From an optimization exercise on the open Yosys and OpenROAD flow, aimed at small area; shortcuts taken in it are not production practice. Function was checked by simulation only, so behaviour that the tests miss may differ from the original. Power figures rest on the tool's default switching activity, not on a simulated workload.

== JK ==
==> flow/design.v <==
`timescale 1ns/10ps
`default_nettype none
module serial_debug (
    input  wire        i_clk,
    input  wire        i_rst_n,
    input  wire        i_enable,            
    input  wire        i_frame_tick,
    input  wire        i_pixel_valid,
    input  wire [11:0] i_cpu_pc,
    input  wire [15:0] i_cpu_instr_count,
    input  wire        i_cpu_running,
    input  wire        i_pixel_strobe,
    input  wire [31:0] i_pixel_count,
    input  wire [9:0]  i_pixel_x,
    input  wire [9:0]  i_pixel_y,
    input  wire [2:0]  i_pixel_brightness,
    output logic       o_uart_tx
);
    localparam logic [3:0] PH_IDLE  = 4'd0;
    localparam logic [3:0] PH_PRE   = 4'd1;    
    localparam logic [3:0] PH_START = 4'd2;
    localparam logic [3:0] PH_STOP  = 4'd3;
    logic        r_tick_d, r_strobe_d;
    logic        r_freq, r_preq;
    logic [15:0] r_fcnt;             
    logic [15:0] r_pv_cnt;           
    logic [15:0] r_pv_lat;           
    logic [31:0] r_cnt;
    logic [9:0]  r_x, r_y;
    logic [2:0]  r_bri;
    logic        r_lact;             
    logic        r_lastc;            
    logic        r_src;              
    logic [4:0]  r_idx;              
    logic [3:0]  r_ph;
    logic [8:0]  r_cc;               
    wire tick_rise   = i_frame_tick & ~r_tick_d;
    wire strobe_rise = i_pixel_strobe & ~r_strobe_d;
    wire grant  = ~r_lact & (r_preq | r_freq);
    wire pgrant = ~r_lact & r_preq;
    wire fgrant = ~r_lact & r_freq & ~r_preq;
    function automatic logic [15:0] bcd_inc(input logic [15:0] v);
        logic c;
        c = 1'b1;
        for (int i = 0; i < 4; i++) begin
            if (c) begin
                if (v[4*i +: 4] == 4'd9) v[4*i +: 4] = 4'd0;
                else begin
                    v[4*i +: 4] = v[4*i +: 4] + 4'd1;
                    c = 1'b0;
                end
            end
        end
        bcd_inc = v;
    endfunction
    always_ff @(posedge i_clk) begin
        if (!i_rst_n) begin
            r_tick_d   <= 1'b0;
            r_strobe_d <= 1'b0;
            r_fcnt     <= 16'hFFFF;
            r_pv_cnt   <= 16'd0;
            r_freq     <= 1'b0;
            r_preq     <= 1'b0;
        end else begin
            r_tick_d   <= i_frame_tick;
            r_strobe_d <= i_pixel_strobe;
            if (tick_rise) begin
                r_fcnt   <= r_fcnt + 16'd1;
                r_pv_cnt <= {15'd0, i_pixel_valid};
            end else if (i_pixel_valid) begin
                r_pv_cnt <= bcd_inc(r_pv_cnt);
            end
            if (!i_enable)        r_freq <= 1'b0;
            else if (tick_rise)   r_freq <= 1'b1;
            else if (fgrant)      r_freq <= 1'b0;
            if (!i_enable)        r_preq <= 1'b0;
            else if (strobe_rise) r_preq <= 1'b1;
            else if (pgrant)      r_preq <= 1'b0;
        end
    end
    always_ff @(posedge i_clk) begin
        if (tick_rise)
            r_pv_lat <= r_pv_cnt;
        if (strobe_rise) begin
            r_cnt <= i_pixel_count;
            r_x   <= i_pixel_x;
            r_y   <= i_pixel_y;
            r_bri <= i_pixel_brightness;
        end
    end
    wire       bit_done = (r_cc == 9'd441);
    wire [4:0] last_idx = r_src ? 5'd24 : 5'd30;
    always_ff @(posedge i_clk) begin
        if (!i_rst_n) begin
            r_lact  <= 1'b0;
            r_lastc <= 1'b0;
            r_ph    <= PH_IDLE;
        end else begin
            if (grant)
                r_lact <= 1'b1;
            case (r_ph)
                PH_IDLE:  if (r_lact) r_ph <= PH_PRE;
                PH_PRE:   r_ph <= PH_START;
                PH_START: begin
                    if (r_cc == 9'd0 && !r_lastc && r_idx == last_idx) begin
                        r_lact  <= 1'b0;
                        r_lastc <= 1'b1;
                    end
                    if (bit_done) r_ph <= 4'd8;
                end
                PH_STOP:  if (bit_done) begin
                    r_ph    <= PH_IDLE;
                    r_lastc <= 1'b0;
                end
                default:  if (bit_done) r_ph <= (r_ph == 4'd15) ? PH_STOP : r_ph + 4'd1;
            endcase
        end
    end
    always_ff @(posedge i_clk) begin
        if (r_ph == PH_IDLE || r_ph == PH_PRE || bit_done)
            r_cc <= 9'd0;
        else
            r_cc <= r_cc + 9'd1;
        if (grant) begin
            r_src <= r_preq;
            r_idx <= 5'd0;
        end else if (r_ph == PH_STOP && bit_done && !r_lastc) begin
            r_idx <= r_idx + 5'd1;
        end
    end
    logic [59:0] ring;
    logic [2:0]  s4;
    wire       c0    = (r_ph == PH_START) & ~r_lastc & r_src & (r_idx == 5'd0);
    wire [4:0] k     = r_cc[4:0];
    wire       pconv = c0 & (r_cc[8:5] == 4'd0);                           
    wire       rot_a = c0 & (r_cc[8:4] == 5'b00010) & ~(r_cc[3] & r_cc[2]);  
    wire       xconv = c0 & (r_cc[8:4] == 5'b00100) & (r_cc[3:0] < 4'd10);  
    wire       rot_b = c0 & (r_cc[8:4] == 5'b00101) & ~(r_cc[3] & r_cc[2]);  
    wire       yconv = c0 & (r_cc[8:4] == 5'b00110) & (r_cc[3:0] < 4'd10);  
    wire       xyconv = xconv | yconv;
    logic is_dig;
    always_comb begin
        if (r_src)
            is_dig = (r_idx >= 5'd2 && r_idx <= 5'd6) || (r_idx >= 5'd10 && r_idx <= 5'd12) ||
                     (r_idx >= 5'd16 && r_idx <= 5'd18);
        else
            is_dig = (r_idx >= 5'd2 && r_idx <= 5'd5) || (r_idx >= 5'd10 && r_idx <= 5'd12) ||
                     (r_idx >= 5'd16 && r_idx <= 5'd19) || (r_idx >= 5'd23 && r_idx <= 5'd26);
    end
    wire rot_out = (r_ph == PH_STOP) & ~r_lastc & (r_cc[8:2] == 7'd0) & is_dig;
    wire grot    = rot_a | rot_b | rot_out;
    logic [4:0] g;
    always_comb begin
        g[0] = pconv | (xyconv & (k[3:0] >= 4'd2));
        g[1] = (pconv & (k >= 5'd4)) | (xyconv & (k[3:0] >= 4'd6));
        g[2] = (pconv & (k >= 5'd8)) | (xyconv & (k[3:0] >= 4'd9));
        g[3] = pconv & (k >= 5'd12);
        g[4] = pconv & (k >= 5'd16);
    end
    logic [19:0] a;
    always_comb begin
        for (int j = 0; j < 5; j++) begin
            logic [3:0] d;
            logic       d3, t;
            d = ring[4*j +: 4];
            d3 = (j == 2) ? (d[3] & pconv) : d[3];
            t = g[j] & (d3 | (d[2] & (d[1] | d[0])));
            a[4*j]     = d[0] ^ t;
            a[4*j + 1] = d[1] ^ (t & ~d[0]);
            a[4*j + 2] = t ? (d3 & d[0]) : d[2];
            a[4*j + 3] = d[3] | t;
        end
    end
    wire [59:0] sh = {ring[58:20], a, (grot ? ring[59] : pconv ? ring[35] : ring[11])};
    always_ff @(posedge i_clk) begin
        if (pgrant) begin
            ring <= {r_x, 2'b00, r_y, 2'b00, r_cnt, 4'b0000};
            s4   <= r_bri;
        end else if (fgrant) begin
            ring <= {r_pv_lat, r_fcnt, i_cpu_pc, i_cpu_instr_count};
            s4   <= {2'b00, i_cpu_running};
        end else begin
            if (grot)
                ring[59:36] <= sh[59:36];
            if (grot | pconv)
                ring[35:12] <= sh[35:12];
            if (grot | pconv | xyconv)
                ring[11:0]  <= sh[11:0];
        end
    end
    function automatic logic [7:0] hex_ascii(input logic [3:0] n);
        hex_ascii = (n < 4'd10) ? (8'd48 + {4'd0, n}) : (8'd55 + {4'd0, n});
    endfunction
    wire [7:0] hd = hex_ascii(ring[43:40]);
    logic [7:0] ch;
    always_comb begin
        if (r_src) begin
            case (r_idx)
                5'd0:  ch = "P";
                5'd1:  ch = ":";
                5'd2, 5'd3, 5'd4, 5'd5, 5'd6: ch = hd;
                5'd8:  ch = "X";
                5'd9:  ch = ":";
                5'd10, 5'd11, 5'd12: ch = hd;
                5'd14: ch = "Y";
                5'd15: ch = ":";
                5'd16, 5'd17, 5'd18: ch = hd;
                5'd20: ch = "B";
                5'd21: ch = ":";
                5'd22: ch = {5'b00110, s4};
                5'd23: ch = 8'h0D;
                5'd24: ch = 8'h0A;
                default: ch = " ";
            endcase
        end else begin
            case (r_idx)
                5'd0:  ch = "F";
                5'd1:  ch = ":";
                5'd2, 5'd3, 5'd4, 5'd5: ch = hd;
                5'd7:  ch = "P";
                5'd8:  ch = "C";
                5'd9:  ch = ":";
                5'd10, 5'd11, 5'd12: ch = hd;
                5'd14: ch = "I";
                5'd15: ch = ":";
                5'd16, 5'd17, 5'd18, 5'd19: ch = hd;
                5'd21: ch = "V";
                5'd22: ch = ":";
                5'd23, 5'd24, 5'd25, 5'd26: ch = hd;
                5'd28: ch = s4[0] ? "R" : ".";
                5'd29: ch = 8'h0D;
                5'd30: ch = 8'h0A;
                default: ch = " ";
            endcase
        end
        if (r_lastc)
            ch = 8'h0A;
    end
    always_comb begin
        if (r_ph[3])
            o_uart_tx = ch[r_ph[2:0]];
        else
            o_uart_tx = (r_ph != PH_START);
    end
endmodule
`default_nettype wire
export LEC_CHECK = 0
export ABC_AREA = 1
export CAP_MARGIN = 20
export CORE_MARGIN = 2
export CORE_UTILIZATION = 40
export SLEW_MARGIN = 20
create_clock -name core_clock -period 30.0 [get_ports {i_clk}]
standard.sh (not shown) runs the stock make flow with config.mk's settings and CLKGATE_MAP_FILE= SYNTH_SCRIPT=/design/flow/synth_recipe.tcl, a recipe that flattens the netlist after the stock synthesis.
==> flow/flow/run.sh <==
#!/bin/bash
# Standard layout with these changes in how it is made:
#  - synthesis: abc maps the logic with an area-only script, and adders are
#    left to abc instead of the ha/fa adder map (flip-flops untouched)
#  - port buffers use the smallest buffer cell
#  - the clock tree uses clkbuf_8 without dummy loads
set -e
HERE=$(pwd)
cp -r "$FLOW_HOME/scripts" "$HERE/scripts"
cp "$HERE/flow/abc_area.script" "$HERE/scripts/abc_area.script"
export SCRIPTS_DIR="$HERE/scripts"
export BUFFER_PORTS_ARGS="-buffer_cell sky130_fd_sc_hd__buf_1"
export CTS_ARGS="-sink_clustering_enable -repair_clock_nets -dont_use_dummy_load -buf_list sky130_fd_sc_hd__clkbuf_16 -sink_buffer_max_cap_derate 0.5"
bash standard.sh ADDER_MAP_FILE= finish > standard.log 2>&1
==> flow/flow/abc_area.script <==
strash
dch -f
map -a
strash
dch -f
map -a
strash
dch -f
map -a
topo
The flow did not stop early for JK: all stages ran, and the layout cleared the timing, design-rule and antenna checks.
## Diff of input files: MS against JK
==> flow/flow/run.sh <==
#!/bin/bash
# Standard layout, with the port buffers made from the smallest buffer cell.
set -e
cp standard.sh standard_sh_copy.txt
export BUFFER_PORTS_ARGS="-buffer_cell sky130_fd_sc_hd__buf_1"
bash standard.sh > standard.log 2>&1
removed: flow/flow/abc_area.script
==> comparison <==
The flow did not stop early for JK: all stages ran, and the layout cleared the timing, design-rule and antenna checks.
MS finished end to end and its layout was clean on timing, DRC and antenna.
Status: sequential cell count parity (MS, JK)
Synthesized-area fraction occupied by and/or/nand/nor cells: MS > JK
Taking JK as the reference point, the clock group share of total power of MS rises by 4.6 points.
JK → MS: number of clock sinks held, number of rows created at floorplan now sits higher.
> inputs changed (MS -> AL)
==> flow/flow/run.sh <==
#!/bin/bash
# Standard layout with these changes in how it is made:
#  - synthesis: abc maps the logic with an area-only script, and adders are
#    left to abc instead of the ha/fa adder map (flip-flops untouched)
#  - port buffers use the smallest buffer cell
#  - the clock tree uses clkbuf_8 without dummy loads
set -e
HERE=$(pwd)
cp -r "$FLOW_HOME/scripts" "$HERE/scripts"
cp "$HERE/flow/abc_area.script" "$HERE/scripts/abc_area.script"
export SCRIPTS_DIR="$HERE/scripts"
export BUFFER_PORTS_ARGS="-buffer_cell sky130_fd_sc_hd__buf_1"
export CTS_ARGS="-sink_clustering_enable -repair_clock_nets -dont_use_dummy_load -buf_list sky130_fd_sc_hd__clkbuf_8 -sink_buffer_max_cap_derate 0.5"
bash standard.sh ADDER_MAP_FILE= finish > standard.log 2>&1
==> flow/flow/abc_area.script (new file) <==
strash
dch -f
map -a
strash
dch -f
map -a
strash
dch -f
map -a
topo
==> run summary <==
- AL reports a higher sequential share of power than MS does.
- AL against MS: final cell count dropped 9.9%, total chip power lower, routed wire length shows a reduction of 11%.
- Comparing AL and MS, amount of wire on met3 after detailed routing is lower on MS.
- In terms of met1 track utilization from global routing, MS and AL differ only marginally.
- Cmp AL and MS / final area / higher: MS
- Taking MS as the reference point, the length of the first detailed-routing pass in iterations of AL rises by 1.
#### Input delta (TR over AL)
==> flow/flow/run.sh <==
#!/bin/bash
# Standard layout, with the port buffers made from the smallest buffer cell
# and a clock tree of clkbuf_8 without dummy loads.
set -e
export BUFFER_PORTS_ARGS="-buffer_cell sky130_fd_sc_hd__buf_1"
export CTS_ARGS="-sink_clustering_enable -repair_clock_nets -dont_use_dummy_load -buf_list sky130_fd_sc_hd__clkbuf_8"
bash standard.sh > standard.log 2>&1
removed: flow/flow/abc_area.script
### Flow results
Of TR and AL, the higher global-route usage belongs to TR. Measured against each other, TR and AL differ in non-clock buffer count, the higher figure coming from AL. Compared with AL, TR shows a higher standby leakage power. Taking AL as 1.0, TR lands at 1.07 on maximum frequency. Compared with AL, placement density in the core of TR is lower.
Here is what was changed in the inputs of PW compared with TR.
==> flow/flow/run.sh <==
#!/bin/bash
# Standard layout with three changes in how it is made:
#  - abc maps the logic with an area-only script (flip-flops untouched)
#  - port buffers use the smallest buffer cell
#  - the clock tree uses clkbuf_8 without dummy loads
set -e
HERE=$(pwd)
cp -r "$FLOW_HOME/scripts" "$HERE/scripts"
cp "$HERE/flow/abc_area.script" "$HERE/scripts/abc_area.script"
export SCRIPTS_DIR="$HERE/scripts"
export BUFFER_PORTS_ARGS="-buffer_cell sky130_fd_sc_hd__buf_1"
export CTS_ARGS="${CTS_ARGS_OVERRIDE:--sink_clustering_enable -repair_clock_nets -dont_use_dummy_load -buf_list sky130_fd_sc_hd__clkbuf_8 -sink_clustering_size 30}"
bash standard.sh > standard.log 2>&1
==> flow/flow/abc_area.script (new file) <==
strash
dch -f
map -a
strash
dch -f
map -a
topo
Notes after the runs:
- Sequential fraction of the synthesis area up 2.1 points in PW wrt TR
- In PW, the filler-free cell count of the finished design came out 21 below the value in TR.
- Against TR as the reference, PW delivers a higher sequential share of layout area.

[afterwards: timing with drivers on the ports]
The flow's constraints put no driver on any port. The routed layouts listed below were extracted and timed again, unchanged, in two steps.
Step 1, drivers: a clkbuf_16 drives i_clk and a buf_2 each remaining input, both assumed.
Step 2 also shifts input and output timing later by t, the mid clock arrival at the registers, as if the neighbouring blocks saw the same clock.
Three values: ideal, step 1, step 2; two values: the first two.
run	t, ns	slack for setup (ns)	worst register clock-pin slew, ns
JK	0.452	20.502 / 20.461 / 20.913	0.07 / 0.07
MS	0.480	21.065 / 21.022 / 21.502	0.08 / 0.08
AL	0.479	20.481 / 20.444 / 20.922	0.09 / 0.09
TR	0.480	21.087 / 21.046 / 21.525	0.11 / 0.11
PW	0.485	20.232 / 20.191 / 20.676	0.11 / 0.11
After both steps every run listed still meets setup and hold.
